What follows belongs to an exercise in optimizing a design on an open flow for small area; a production flow would make more cautious choices.
RTL that was checked went through simulation tests only; none was proved equivalent to the original.
No activity file was given, so power comes from the tool's default toggle rates.

== rev 12 ==
==> module lidar_scan_top, before the edit <==
module lidar_scan_top (
    input  logic        clk,
    input  logic        TxD_reset,
    input  logic [7:0]  data,
    input  logic        take_data,
    output logic [15:0] min_angle,
    output logic [15:0] max_angle,
    output logic [15:0] obs_alert,
    output logic        result_valid
);
    logic [3:0]  state;
    logic [7:0]  low_byte;
    logic [7:0]  count;        
    logic [7:0]  idx;          
    logic [15:0] start_angle;
    logic [15:0] span;
    logic        take;
    logic [15:0] word;
    logic [15:0] span_nx;
    logic [7:0]  idx_inc;
    logic        last;
    logic        at_count, at_s_hi, at_e_hi, at_d_hi;
    logic        count_ok;
    assign take     = take_data & ~TxD_reset;
    assign word     = {data, low_byte};
    rc_inc #(8) u_idx_inc (.a(idx), .ci(1'b1), .s(idx_inc), .co());
    assign last     = (idx_inc == count);
    assign at_count = (state == lidar_pkg::ST_COUNT);
    assign at_s_hi  = (state == lidar_pkg::ST_S_HI);
    assign at_e_hi  = (state == lidar_pkg::ST_E_HI);
    assign at_d_hi  = (state == lidar_pkg::ST_D_HI);
    assign count_ok = (data[7:1] != 7'd0);
    rc_add #(16) u_span (.a(word), .b(~start_angle), .ci(1'b1), .s(span_nx), .co());
    always_ff @(posedge clk) begin
        if (TxD_reset) begin
            state <= lidar_pkg::ST_HUNT1;
        end else if (take_data) begin
            case (state)
                lidar_pkg::ST_HUNT1:
                    if (data == lidar_pkg::HEADER_FIRST) state <= lidar_pkg::ST_HUNT2;
                lidar_pkg::ST_HUNT2:
                    if (data == lidar_pkg::HEADER_SECOND) state <= lidar_pkg::ST_COUNT;
                    else if (data != lidar_pkg::HEADER_FIRST) state <= lidar_pkg::ST_HUNT1;
                lidar_pkg::ST_COUNT:
                    state <= count_ok ? lidar_pkg::ST_S_LO : lidar_pkg::ST_HUNT1;
                lidar_pkg::ST_D_HI:
                    state <= last ? lidar_pkg::ST_HUNT1 : lidar_pkg::ST_D_LO;
                default:
                    state <= state + 4'd1;
            endcase
        end
    end
    always_ff @(posedge clk) begin
        if (take_data) begin
            low_byte <= data;
            if (at_count) count <= data;
            if (at_s_hi) start_angle <= word;
            if (at_e_hi) span <= span_nx;
            if (at_d_hi) idx <= idx_inc;
            else if (state != lidar_pkg::ST_D_LO) idx <= 8'd0;
        end
    end
    logic [15:0] min_dist, max_dist;
    logic [7:0]  min_idx, max_idx;
    logic [7:0]  min_idx_nx, max_idx_nx;
    logic        nonzero, first, upd_min, upd_max, sample;
    assign sample     = take & at_d_hi;
    assign nonzero    = (word != 16'd0);
    assign first      = (idx == 8'd0);
    logic        ge_min, le_max;
    rc_carry #(16) u_cmp_min (.a(word), .b(~min_dist), .ci(1'b1), .co(ge_min));
    rc_carry #(16) u_cmp_max (.a(max_dist), .b(~word), .ci(1'b1), .co(le_max));
    assign upd_min    = first | (nonzero & ~ge_min);
    assign upd_max    = first | (nonzero & ~le_max);
    assign min_idx_nx = upd_min ? idx : min_idx;
    assign max_idx_nx = upd_max ? idx : max_idx;
    always_ff @(posedge clk) begin
        if (sample) begin
            if (upd_min) begin
                min_dist <= word | {16{~nonzero}};
                min_idx  <= idx;
            end
            if (upd_max) begin
                max_dist <= word;
                max_idx  <= idx;
            end
        end
    end
    logic [1:0] pend;
    always_ff @(posedge clk) begin
        if (TxD_reset) begin
            pend      <= 2'b00;
            obs_alert <= 16'd0;
        end else begin
            if (pend == 2'b01) obs_alert <= 16'd0;
            else if (pend[1]) obs_alert <= {pend[0], obs_alert[15:1]};
            pend <= 2'b00;
            if (take & at_count & count_ok) pend <= 2'b01;
            else if (sample & nonzero & (idx[7:4] == 4'd0))
                pend <= {1'b1, (word[15:7] == 9'd0)};
        end
    end
    logic [47:0] w;
    logic [7:0]  divisor;
    logic [15:0] base;
    logic        busy;
    logic [5:0]  step;
    logic [5:0]  step_inc;
    logic        done_pkt;
    logic        m_mul, m_div, m_add;      
    logic        bit_a, bit_b;             
    logic        nxt_a, nxt_b;
    logic [16:0] lo_a;                     
    logic [7:0]  inc_a;                    
    logic [8:0]  dif_a;                    
    logic        fits;
    logic [16:0] lo_b;                     
    logic [6:0]  inc_b;
    logic        b16, cy16;
    assign done_pkt = sample & last;
    rc_inc #(6) u_step_inc (.a(step), .ci(1'b1), .s(step_inc), .co());
    assign nxt_a = done_pkt ? max_idx_nx[6] : (step_inc[5:3] == 3'd0) & max_idx[~step_inc[2:0]];
    assign nxt_b = done_pkt ? min_idx_nx[6] : (step_inc[5:3] == 3'd0) & min_idx[~step_inc[2:0]];
    rc_add #(16) u_lo_a (.a({w[38:24], 1'b0}), .b(bit_a ? span : 16'd0), .ci(1'b0),
                         .s(lo_a[15:0]), .co(lo_a[16]));
    rc_inc #(8) u_inc_a (.a(w[46:39]), .ci(lo_a[16]), .s(inc_a), .co());
    rc_add #(8) u_dif_a (.a(w[46:39]), .b(~divisor), .ci(1'b1), .s(dif_a[7:0]), .co(dif_a[8]));
    assign fits  = m_div & (w[47] | dif_a[8]);
    rc_add #(16) u_lo_b (.a({w[14:0], 1'b0}),
                         .b((bit_b ? span : 16'd0) | (m_add ? {base[14:0], 1'b0} : 16'd0)),
                         .ci(1'b0), .s(lo_b[15:0]), .co(lo_b[16]));
    rc_inc #(7) u_inc_b (.a(w[22:16]), .ci(cy16), .s(inc_b), .co());
    assign b16  = w[15] ^ (m_add & base[15]) ^ lo_b[16];
    assign cy16 = ~m_add & w[15] & lo_b[16];
    always_ff @(posedge clk) begin
        w[47:41] <= fits ? dif_a[7:1] : inc_a[7:1];
        w[23:17] <= inc_b;
        bit_a    <= nxt_a;
        bit_b    <= nxt_b;
        m_mul    <= done_pkt | (step_inc[5:3] == 3'd0);
        m_div    <= ~done_pkt & ((step_inc[5:3] == 3'd1) | (step_inc[5:3] == 3'd2) |
                                 (step_inc[5:3] == 3'd4) | (step_inc[5:3] == 3'd5));
        m_add    <= ~done_pkt & ((step_inc == 6'd24) | (step_inc == 6'd48));
        if (done_pkt) begin
            w[40]    <= 1'b0;
            w[39:24] <= max_idx_nx[7] ? span : 16'd0;
            w[16]    <= 1'b0;
            w[15:0]  <= min_idx_nx[7] ? span : 16'd0;
            divisor  <= idx;
            base     <= start_angle;
            step     <= 6'd1;
        end else begin
            w[40]    <= fits ? dif_a[0] : inc_a[0];
            w[39:24] <= {lo_a[15:1], lo_a[0] | (~m_mul & w[23])};
            w[16]    <= b16;
            w[15:0]  <= {lo_b[15:1], lo_b[0] | fits};
            step     <= step_inc;
        end
    end
    always_ff @(posedge clk) begin
        if (TxD_reset) begin
            busy         <= 1'b0;
        end else begin
            if (done_pkt) busy <= 1'b1;
            else if (step == 6'd49) busy <= 1'b0;
        end
    end
    assign result_valid = busy & (step == 6'd49);
    assign max_angle = w[40:25];
    assign min_angle = w[16:1];
endmodule
clock: 8.0 ns
lec_check: 0
cap_margin: 20
core_margin: 2
core_utilization: 40
slew_margin: 20
standard.sh (not shown) runs the stock make flow with config.mk's settings and CLKGATE_MAP_FILE= SYNTH_SCRIPT=/design/flow/synth_recipe.tcl, a recipe that flattens the netlist after the stock synthesis.
==> flow/flow/run.sh <==
#!/bin/bash
set -euo pipefail
cd "$(dirname "$0")/.."
WORK=$PWD
export AREA_ABC_SCRIPT=$WORK/flow/area.abc
export BUFFER_PORTS_ARGS="-buffer_cell sky130_fd_sc_hd__buf_1"
export CTS_ARGS="-sink_clustering_enable -repair_clock_nets -dont_use_dummy_load -buf_list sky130_fd_sc_hd__clkbuf_8 -sink_clustering_size 16 -sink_clustering_max_diameter 80"
sed "s#$WORK/synth_recipe.tcl#$WORK/flow/synth_area.tcl#g" standard.sh > area_standard.sh
grep -q "flow/synth_area.tcl" area_standard.sh
bash area_standard.sh > standard_flow.log 2>&1
==> flow/flow/area.abc <==
strash
&get -n
&deepsyn -T 20
&put
dch -f
map -a
topo
==> flow/flow/synth_area.tcl <==
proc synth {args} { yosys synth -nofsm -noshare {*}$args }
proc abc {args} {
  set i [lsearch -exact $args -script]
  if {$i >= 0} { set args [lreplace $args [expr {$i + 1}] [expr {$i + 1}] $::env(AREA_ABC_SCRIPT)] }
  yosys abc {*}$args
}
source $::env(SCRIPTS_DIR)/synth.tcl
# left out here: clear keep_hierarchy, flatten, clean up, hide names made inside functions, write 1_2_yosys.v
What rev 13 does differently from rev 12 at the input level:
-- flow/design.v --
<<< rev 12, line 138
    rc_add #(16) u_lo_a (.a({w[38:24], 1'b0}), .b(bit_a ? span : 16'd0), .ci(1'b0),
                         .s(lo_a[15:0]), .co(lo_a[16]));
    rc_inc #(8) u_inc_a (.a(w[46:39]), .ci(lo_a[16]), .s(inc_a), .co());
    rc_add #(8) u_dif_a (.a(w[46:39]), .b(~divisor), .ci(1'b1), .s(dif_a[7:0]), .co(dif_a[8]));
    assign fits  = m_div & (w[47] | dif_a[8]);
>>> rev 13, line 138
    rc_add #(16) u_lo_a (.a({w[38:24], 1'b0}), .b(bit_a ? span : 16'd0), .ci(1'b0),
                         .s(lo_a[15:0]), .co(lo_a[16]));
    rc_inc #(8) u_inc_a (.a(w[46:39]), .ci(1'b1), .s(inc_a), .co());
    rc_add #(8) u_dif_a (.a(w[46:39]), .b(~divisor), .ci(1'b1), .s(dif_a[7:0]), .co(dif_a[8]));
    assign fits  = m_div & (w[47] | dif_a[8]);
<<< rev 12, line 144
                         .b((bit_b ? span : 16'd0) | (m_add ? {base[14:0], 1'b0} : 16'd0)),
                         .ci(1'b0), .s(lo_b[15:0]), .co(lo_b[16]));
    rc_inc #(7) u_inc_b (.a(w[22:16]), .ci(cy16), .s(inc_b), .co());
    assign b16  = w[15] ^ (m_add & base[15]) ^ lo_b[16];
    assign cy16 = ~m_add & w[15] & lo_b[16];
    always_ff @(posedge clk) begin
        w[47:41] <= fits ? dif_a[7:1] : inc_a[7:1];
        w[23:17] <= inc_b;
        bit_a    <= nxt_a;
        bit_b    <= nxt_b;
>>> rev 13, line 144
                         .b((bit_b ? span : 16'd0) | (m_add ? {base[14:0], 1'b0} : 16'd0)),
                         .ci(1'b0), .s(lo_b[15:0]), .co(lo_b[16]));
    rc_inc #(7) u_inc_b (.a(w[22:16]), .ci(1'b1), .s(inc_b), .co());
    assign b16  = w[15] ^ (m_add & base[15]) ^ lo_b[16];
    assign cy16 = ~m_add & w[15] & lo_b[16];
    always_ff @(posedge clk) begin
        w[47:41] <= fits ? dif_a[7:1] : lo_a[16] ? inc_a[7:1] : w[46:40];
        w[23:17] <= cy16 ? inc_b : w[22:16];
        bit_a    <= nxt_a;
        bit_b    <= nxt_b;
<<< rev 12, line 165
            step     <= 6'd1;
        end else begin
            w[40]    <= fits ? dif_a[0] : inc_a[0];
            w[39:24] <= {lo_a[15:1], lo_a[0] | (~m_mul & w[23])};
            w[16]    <= b16;
>>> rev 13, line 165
            step     <= 6'd1;
        end else begin
            w[40]    <= fits ? dif_a[0] : lo_a[16] ? inc_a[0] : w[39];
            w[39:24] <= {lo_a[15:1], lo_a[0] | (~m_mul & w[23])};
            w[16]    <= b16;
<<< rev 12, line 175
        if (TxD_reset) begin
            busy         <= 1'b0;
        end else begin
            if (done_pkt) busy <= 1'b1;
            else if (step == 6'd49) busy <= 1'b0;
        end
    end
    assign result_valid = busy & (step == 6'd49);
    assign max_angle = w[40:25];
    assign min_angle = w[16:1];
>>> rev 13, line 175
        if (TxD_reset) begin
            busy         <= 1'b0;
            result_valid <= 1'b0;
        end else begin
            result_valid <= busy & (step == 6'd48);
            if (done_pkt) busy <= 1'b1;
            else if (step == 6'd48) busy <= 1'b0;
        end
    end
    assign max_angle = w[40:25];
    assign min_angle = w[16:1];
Comparing area of the core for rev 12 and rev 13, the smaller number came from rev 12. [compare] base=rev 12 new=rev 13: largest clock skew in the final design fell 0.018 ns; worst path arrival time about even; global-route wire length before repair rose 1.9%; placed wire-length estimate after detailed placement rose 3.2%; combinational group power fell 11%. Total power was higher in rev 12 than in rev 13. Rev 12 → rev 13: post-synthesis simple-gate area fraction rose by 0.19 points; synthesized-area fraction occupied by adder cells fell by 0.50 points. On data required time of the critical path, rev 12 and rev 13 are neck and neck. Going from rev 12 to rev 13, the fraction of met3 tracks used by global routing was found to have gone down by 0.19 points. When rev 13 is set beside rev 12, its first-iteration detailed-routing DRC count turns out to be 56 smaller. Across both runs, number of cells on the worst hold path was lower for rev 13 than for rev 12. Cmp rev 12 and rev 13 / aggregate routed wire length / lower: rev 12.

---

## before
Starting RTL as in the previous note.
==> flow/config.mk <==
export PLATFORM = sky130hd
export DESIGN_NAME = lidar_scan_top
export DESIGN_NICKNAME = lidar_scan_top
export VERILOG_FILES = /design/flow/design.v
export SDC_FILE = /design/flow/constraint.sdc
export NUM_CORES = 4
export LEC_CHECK = 0
export CAP_MARGIN = 20
export CORE_MARGIN = 2
export CORE_UTILIZATION = 40
export SLEW_MARGIN = 20
==> flow/constraint.sdc <==
create_clock -name core_clock -period 8.0 [get_ports {clk}]
set_input_delay 1.6000 -clock core_clock [delete_from_list [all_inputs] [get_ports {clk}]]
set_output_delay 1.6000 -clock core_clock [all_outputs]
set_load 0.01 [all_outputs]
==> flow/flow/run.sh <==
#!/bin/bash
set -euo pipefail
cd "$(dirname "$0")/.."
WORK=$PWD
export AREA_ABC_SCRIPT=$WORK/flow/area.abc
export BUFFER_PORTS_ARGS="-buffer_cell sky130_fd_sc_hd__buf_1"
export CTS_ARGS="-sink_clustering_enable -repair_clock_nets -dont_use_dummy_load -buf_list sky130_fd_sc_hd__clkbuf_4 -sink_clustering_size 10 -sink_clustering_max_diameter 60"
sed "s#$WORK/synth_recipe.tcl#$WORK/flow/synth_area.tcl#g" standard.sh > area_standard.sh
grep -q "flow/synth_area.tcl" area_standard.sh
bash area_standard.sh > standard_flow.log 2>&1
Scripts as last shown in full above: flow/flow/area.abc, flow/flow/synth_area.tcl
Modified inputs, after compared to before
--- a/flow/design.v
+++ b/flow/design.v
@@ -1,18 +1,18 @@
 package lidar_pkg;
     localparam logic [7:0] HEADER_FIRST  = 8'h55;
     localparam logic [7:0] HEADER_SECOND = 8'hAA;
-    localparam logic [3:0] ST_HUNT1 = 4'd0;
-    localparam logic [3:0] ST_HUNT2 = 4'd1;
-    localparam logic [3:0] ST_COUNT = 4'd2;
-    localparam logic [3:0] ST_S_LO  = 4'd3;
-    localparam logic [3:0] ST_S_HI  = 4'd4;
-    localparam logic [3:0] ST_E_LO  = 4'd5;
-    localparam logic [3:0] ST_E_HI  = 4'd6;
-    localparam logic [3:0] ST_D_LO  = 4'd7;
-    localparam logic [3:0] ST_D_HI  = 4'd8;
+    localparam logic [3:0] ST_HUNT1 = 4'b0000;
+    localparam logic [3:0] ST_HUNT2 = 4'b0001;
+    localparam logic [3:0] ST_COUNT = 4'b0011;
+    localparam logic [3:0] ST_S_LO  = 4'b0010;
+    localparam logic [3:0] ST_S_HI  = 4'b0110;
+    localparam logic [3:0] ST_E_LO  = 4'b0111;
+    localparam logic [3:0] ST_E_HI  = 4'b0101;
+    localparam logic [3:0] ST_D_LO  = 4'b0100;
+    localparam logic [3:0] ST_D_HI  = 4'b1100;
 endpackage
 `timescale 1ns/1ns
 module lidar_scan_top (
     input  logic        clk,
     input  logic        TxD_reset,
     input  logic [7:0]  data,
@@ -56,14 +56,19 @@
                     if (data == lidar_pkg::HEADER_SECOND) state <= lidar_pkg::ST_COUNT;
                     else if (data != lidar_pkg::HEADER_FIRST) state <= lidar_pkg::ST_HUNT1;
                 lidar_pkg::ST_COUNT:
                     state <= count_ok ? lidar_pkg::ST_S_LO : lidar_pkg::ST_HUNT1;
                 lidar_pkg::ST_D_HI:
                     state <= last ? lidar_pkg::ST_HUNT1 : lidar_pkg::ST_D_LO;
+                lidar_pkg::ST_S_LO: state <= lidar_pkg::ST_S_HI;
+                lidar_pkg::ST_S_HI: state <= lidar_pkg::ST_E_LO;
+                lidar_pkg::ST_E_LO: state <= lidar_pkg::ST_E_HI;
+                lidar_pkg::ST_E_HI: state <= lidar_pkg::ST_D_LO;
+                lidar_pkg::ST_D_LO: state <= lidar_pkg::ST_D_HI;
                 default:
-                    state <= state + 4'd1;
+                    state <= lidar_pkg::ST_HUNT1;
             endcase
         end
     end
     always_ff @(posedge clk) begin
         if (take_data) begin
             low_byte <= data;
@@ -81,20 +86,20 @@
     assign sample     = take & at_d_hi;
     assign nonzero    = (word != 16'd0);
     assign first      = (idx == 8'd0);
     logic        ge_min, le_max;
     rc_carry #(16) u_cmp_min (.a(word), .b(~min_dist), .ci(1'b1), .co(ge_min));
     rc_carry #(16) u_cmp_max (.a(max_dist), .b(~word), .ci(1'b1), .co(le_max));
-    assign upd_min    = first | (nonzero & ~ge_min);
+    assign upd_min    = first | (nonzero & (~ge_min | ((min_dist == 16'd0) & (word != 16'hFFFF))));
     assign upd_max    = first | (nonzero & ~le_max);
     assign min_idx_nx = upd_min ? idx : min_idx;
     assign max_idx_nx = upd_max ? idx : max_idx;
     always_ff @(posedge clk) begin
         if (sample) begin
             if (upd_min) begin
-                min_dist <= word | {16{~nonzero}};
+                min_dist <= word;
                 min_idx  <= idx;
             end
             if (upd_max) begin
                 max_dist <= word;
                 max_idx  <= idx;
             end
### Flow results
Total power, after and before: higher on before. On combinational fraction of design power: after sits below before. [compare] base=before new=after: worst setup slack -58 ps, via count -2.3%, area of the core -69 um2, final routed wirelength across all metal layers -about 0.47%, clock skew +29 ps.
The RTL of after was laid out without a check of its function.

[what the ideal ports hide]
How much do the figures lean on ideal ports? The routed layouts below were timed once more, with nothing changed but the port constraints. Step 1 assumes that a clkbuf_16 drives the clock port and a buf_2 every other input. Step 2, shift: input delay + t, output delay - t, t = (earliest + latest rising clock arrival at the registers) / 2. This alone moves slack from input paths to output paths. Slacks: no drivers / after step 1 / after step 2; pairs: no drivers / after step 1.
run	shift t [ns]	setup slack, ns	worst hold slack (ns)	worst setup path at the end	cell pins on the clock port's net
rev 12	0.505	0.367 / 0.367 / 0.367	0.410 / 0.410 / 0.410	register to register	1
rev 13	0.528	0.388 / 0.388 / 0.388	0.434 / 0.434 / 0.434	register to register	1
before	0.651	0.359 / 0.359 / 0.359	0.445 / 0.445 / 0.445	register to register	1
after	0.672	0.301 / 0.301 / 0.301	0.448 / 0.448 / 0.448	register to register	1
After both steps every run listed still meets setup and hold.
